This is an optimization exercise on Yosys and OpenROAD, whose aim is small area, a short achievable clock period and few clock cycles per item, not a production implementation. In this exercise RTL edits were held to simulation tests only and were not proved equivalent to the original. The clock port is modelled as an ideal driver, which makes a skipped or thinned clock tree look cheaper than it is; a real chip needs a root buffer or a tree. Power is estimated from default activity; no workload was simulated.

// trimmed_mean_ph_converter
module trimmed_mean_ph_converter
#(
    parameter int WINDOW      = DEF_WINDOW,
    parameter int DROP        = DEF_DROP,
    parameter int SAMPLE_BITS = DEF_SAMPLE_BITS
) (
    input  logic                   i_clk,
    input  logic                   i_rst_n,
    input  logic                   i_start,
    output logic                   o_busy,
    input  logic [SAMPLE_BITS-1:0] i_sample,
    output logic                   o_valid,
    output logic signed [PH_W-1:0] o_ph_milli,
    output logic [TSUM_W-1:0]      o_trimmed_sum,
    input  logic                   i_cfg_valid,
    output logic                   o_cfg_ready,
    input  logic [CFG_IDX_W-1:0]   i_cfg_index,
    input  logic [CFG_DATA_W-1:0]  i_cfg_data
);
Size: ~1500 cells after synthesis, about 210 flip-flops, about 74 I/O pins.
Settings: LEC_CHECK=0, ABC_AREA=1, CAP_MARGIN=20, CORE_MARGIN=2, CORE_UTILIZATION=55, SLEW_MARGIN=20; clock period 8.0 ns.
standard.sh (not shown) runs the stock make flow with config.mk's settings and CLKGATE_MAP_FILE= SYNTH_SCRIPT=/design/flow/synth_recipe.tcl, a recipe that flattens the netlist after the stock synthesis.
==> flow/flow/run.sh <==
#!/bin/bash
# Layout flow: the standard ORFS flow (standard.sh, unchanged synthesis),
# with these changes to how the layout is made; the design, clock period and
# constraints are unchanged:
#  - every port still gets a buffer, but a plain sky130_fd_sc_hd__buf_2
#    instead of the delay cell buffer_ports picks by default;
#  - the clock tree uses clkbuf_16 clusters of up to 25 sinks and no dummy
#    loads; post_cts.tcl then drives the leaf buffers straight from the root
#    buffer and removes the middle level, so every register gets its clock
#    through the root buffer and one leaf buffer;
#  - timing repair aims for a setup slack margin of 5.4 ns.
# make's full output goes to make_finish.log in this folder; each ORFS step
# keeps its own log under orfs/logs/ (post_cts.tcl prints into 4_1_cts.log).
set -euo pipefail
export BUFFER_PORTS_ARGS="-buffer_cell sky130_fd_sc_hd__buf_1"
export CTS_ARGS="-sink_clustering_enable -repair_clock_nets -dont_use_dummy_load -sink_clustering_size 25 -sink_clustering_max_diameter 150 -buf_list sky130_fd_sc_hd__clkbuf_16 -root_buf sky130_fd_sc_hd__clkbuf_16 -distance_between_buffers 2000 -branching_point_buffers_distance 2000"
export POST_CTS_TCL="$(pwd)/flow/post_cts.tcl"
bash standard.sh SETUP_SLACK_MARGIN=5.4 finish > make_finish.log 2>&1
Other scripts of this flow, unchanged in this note and not shown: flow/flow/post_cts.tcl
The first run completed with no timing, DRC or antenna violations.
Testbench counts at the start, summed over its fixed seeds: cycles 16,272, windows 1,600.
Rerun with:
==> flow/flow/run.sh (replaced) <==
#!/bin/bash
set -euo pipefail
export BUFFER_PORTS_ARGS="-buffer_cell sky130_fd_sc_hd__buf_2"
export CTS_ARGS="-sink_clustering_enable -repair_clock_nets -dont_use_dummy_load -sink_clustering_size 25 -sink_clustering_max_diameter 150 -buf_list sky130_fd_sc_hd__clkbuf_16 -root_buf sky130_fd_sc_hd__clkbuf_16 -distance_between_buffers 2000 -branching_point_buffers_distance 2000"
export POST_CTS_TCL="$(pwd)/flow/post_cts.tcl"
bash standard.sh SETUP_SLACK_MARGIN=5.3 finish > make_finish.log 2>&1
--- a/flow/config.mk
+++ b/flow/config.mk
@@ -10,3 +10,3 @@
 export CORE_MARGIN = 2
-export CORE_UTILIZATION = 55
+export CORE_UTILIZATION = 40
 export SLEW_MARGIN = 20
What happened: The new run ran to the end with no violations. Global-route usage is lower by 6.2 points. Hold slack barely changes. Non-clock buffer count is lower by 13. Sequential share of layout area is lower by 0.14 points. Die area is higher by 36%.
Rerun with:
==> flow/flow/run.sh (replaced) <==
#!/bin/bash
# Layout flow: the standard ORFS flow (standard.sh, unchanged synthesis),
# with these changes to how the layout is made; the design, clock period and
# constraints are unchanged:
#  - every port still gets a buffer, but a plain sky130_fd_sc_hd__buf_2
#    instead of the delay cell buffer_ports picks by default;
#  - the clock tree uses clkbuf_16 clusters of up to 25 sinks and no dummy
#    loads; post_cts.tcl then drives the leaf buffers straight from the root
#    buffer and removes the middle level, so every register gets its clock
#    through the root buffer and one leaf buffer;
#  - timing repair aims for a setup slack margin of 5.4 ns.
# make's full output goes to make_finish.log in this folder; each ORFS step
# keeps its own log under orfs/logs/ (post_cts.tcl prints into 4_1_cts.log).
set -euo pipefail
export BUFFER_PORTS_ARGS="-buffer_cell sky130_fd_sc_hd__buf_2"
export CTS_ARGS="-sink_clustering_enable -repair_clock_nets -dont_use_dummy_load -sink_clustering_size 18 -sink_clustering_max_diameter 100 -buf_list sky130_fd_sc_hd__clkbuf_16 -root_buf sky130_fd_sc_hd__clkbuf_16 -distance_between_buffers 2000 -branching_point_buffers_distance 2000"
export POST_CTS_TCL="$(pwd)/flow/post_cts.tcl"
bash standard.sh SETUP_SLACK_MARGIN=5.4 finish > make_finish.log 2>&1
--- a/flow/config.mk
+++ b/flow/config.mk
@@ -10,3 +10,3 @@
 export CORE_MARGIN = 2
-export CORE_UTILIZATION = 40
+export CORE_UTILIZATION = 55
 export SLEW_MARGIN = 20
Setup slack gains 110 ps.
Wire length goes down by 3.8%.
Utilization is higher by 17 points.
Clock power came out higher by 14%.
Synthesized area is unchanged.
Sequential share of layout area drops by 0.16 points.
Cell count fell by 3.4%.
First-iteration DRC count goes down by 40%.
Register-to-register slack barely changes.

run 1:
Another version of the RTL of trimmed_mean_ph_converter (not shown whole).
Size in the first run: ~200 flip-flops, roughly 74 I/O pins, ~11000 µm² of cells after synthesis.
==> flow/config.mk <==
export PLATFORM = sky130hd
export DESIGN_NAME = trimmed_mean_ph_converter
export DESIGN_NICKNAME = trimmed_mean_ph_converter
export VERILOG_FILES = /design/flow/design.v
export SDC_FILE = /design/flow/constraint.sdc
export NUM_CORES = 4
export LEC_CHECK = 0
export CAP_MARGIN = 20
export CORE_MARGIN = 2
export CORE_UTILIZATION = 40
export SLEW_MARGIN = 20
==> flow/constraint.sdc <==
create_clock -name core_clock -period 8.0 [get_ports {i_clk}]
set_input_delay 1.6000 -clock core_clock [delete_from_list [all_inputs] [get_ports {i_clk}]]
set_output_delay 1.6000 -clock core_clock [all_outputs]
set_load 0.01 [all_outputs]
==> flow/flow/run.sh <==
#!/bin/bash
set -euo pipefail
export BUFFER_PORTS_ARGS="-buffer_cell sky130_fd_sc_hd__buf_2"
export CTS_ARGS="-sink_clustering_enable -repair_clock_nets -dont_use_dummy_load -sink_clustering_size 25 -sink_clustering_max_diameter 150 -buf_list sky130_fd_sc_hd__clkbuf_16 -root_buf sky130_fd_sc_hd__clkbuf_16 -distance_between_buffers 2000 -branching_point_buffers_distance 2000"
bash standard.sh SETUP_SLACK_MARGIN=5 finish > make_finish.log 2>&1
Testbench counts of run 1, summed over its fixed seeds: cycles 16,272, windows 1,600.
Input changes introduced in run 2 (baseline for comparison: run 1):
==> flow/flow/run.sh <==
#!/bin/bash
# Standard ORFS flow; port buffers are sky130_fd_sc_hd__buf_2; repair aims for 5 ns setup margin.
set -euo pipefail
export BUFFER_PORTS_ARGS="-buffer_cell sky130_fd_sc_hd__buf_2"
bash standard.sh SETUP_SLACK_MARGIN=5 finish > make_finish.log 2>&1
--- outcome ---
- Delta (run 2 minus run 1): share of power burned in the clock network shows an increase of 13 points, count of clock buffers in the final design shows an increase of 26, met3 layer wire length in the routed design shows an increase of 4.8%.
- When the final numbers for run 2 and run 1 were put side by side, the sum of routed wire length over all layers turned out to be smaller in run 1.
- Row total CTS buffers: run 2 higher / run 1 lower
- Side by side, sequential share of layout area turned out lower in run 2 than in run 1.
- Changes observed in run 2 relative to run 1: final design area excluding fillers saw an increase; via count moved up.
For run 3, these inputs were changed with respect to run 2:
==> flow/flow/run.sh <==
#!/bin/bash
# Standard ORFS flow; port buffers are sky130_fd_sc_hd__buf_2; repair aims for 5 ns setup margin;
# clock tree from clkbuf_8 clusters of up to 20 sinks, without dummy loads.
set -euo pipefail
export BUFFER_PORTS_ARGS="-buffer_cell sky130_fd_sc_hd__buf_2"
export CTS_ARGS="-sink_clustering_enable -repair_clock_nets -dont_use_dummy_load -sink_clustering_size 20 -sink_clustering_max_diameter 60 -buf_list sky130_fd_sc_hd__clkbuf_8"
bash standard.sh SETUP_SLACK_MARGIN=5 finish > make_finish.log 2>&1
--- outcome ---
Comparing run 2 and run 3, the higher non-clock buffer contribution to total cell area was measured on run 3.
Comparing run 3 against run 2, there is no change at all in total half-perimeter wirelength after legalization and detailed placement.
Run 3 -> run 2: xor and xnor fraction of the mapped netlist area delta 0, exact match
Input changes introduced in run 4 (baseline for comparison: run 3):
==> flow/flow/run.sh <==
#!/bin/bash
set -euo pipefail
export BUFFER_PORTS_ARGS="-buffer_cell sky130_fd_sc_hd__buf_2"
export CTS_ARGS="-sink_clustering_enable -repair_clock_nets -dont_use_dummy_load -sink_clustering_size 25 -sink_clustering_max_diameter 150 -buf_list sky130_fd_sc_hd__clkbuf_16 -root_buf sky130_fd_sc_hd__clkbuf_16 -distance_between_buffers 2000 -branching_point_buffers_distance 2000"
bash standard.sh SETUP_SLACK_MARGIN=5.3 finish > make_finish.log 2>&1
==> comparison <==
In summary, run 4 completed successfully, with a layout that passed the timing, design-rule and antenna checks.
Going from run 3 to run 4, fraction of layout instances using a drive strength above 1 picked up an extra 5.8 points; sum of routed wire segments on met1 picked up an extra about 3%; portion of total power attributed to the clock network picked up an extra 1.7 points.

-- re-timing with driven ports --
In the flow no input, the clock included, has a driving cell. The finished layouts below were timed again as built, in two steps.
Step 1 sets driving cells, clkbuf_16 on the clock port and buf_2 on the other inputs (assumed; they add their load-dependent delay and slew).
Step 2 moves the port delays by t, midway between the first and last clock arrival at a register: inputs arrive t later, outputs are due t later. That takes back most of the time a late clock gives input paths.
Three values: no drivers, after step 1, after step 2; two values: the first two.
run | t (ns) | setup slack, ns | latest minus earliest clock arrival (ns) | pins driven straight from the clock port
the first run of note 1 | 0.434 | 5.468 / 5.421 / 5.250 | 0.056 / 0.057 | 1
the second run of note 1 | 0.436 | 5.369 / 5.317 / 4.970 | 0.050 / 0.050 | 1
the third run of note 1 | 0.455 | 5.483 / 5.436 / 5.072 | 0.033 / 0.033 | 1
run 1 | 0.498 | 5.160 / 5.160 / 5.139 | 0.065 / 0.066 | 1
run 2 | 0.550 | 5.143 / 5.143 / 5.104 | 0.010 / 0.009 | 1
run 3 | 0.548 | 5.112 / 5.112 / 5.112 | 0.039 / 0.039 | 1
run 4 | 0.483 | 5.289 / 5.248 / 5.138 | 0.064 / 0.064 | 1
After both steps setup and hold are still met in every run listed. The setup slack of the third run of note 1, which loses most, moves by -0.047 ns with the drivers and by -0.411 ns with both steps.
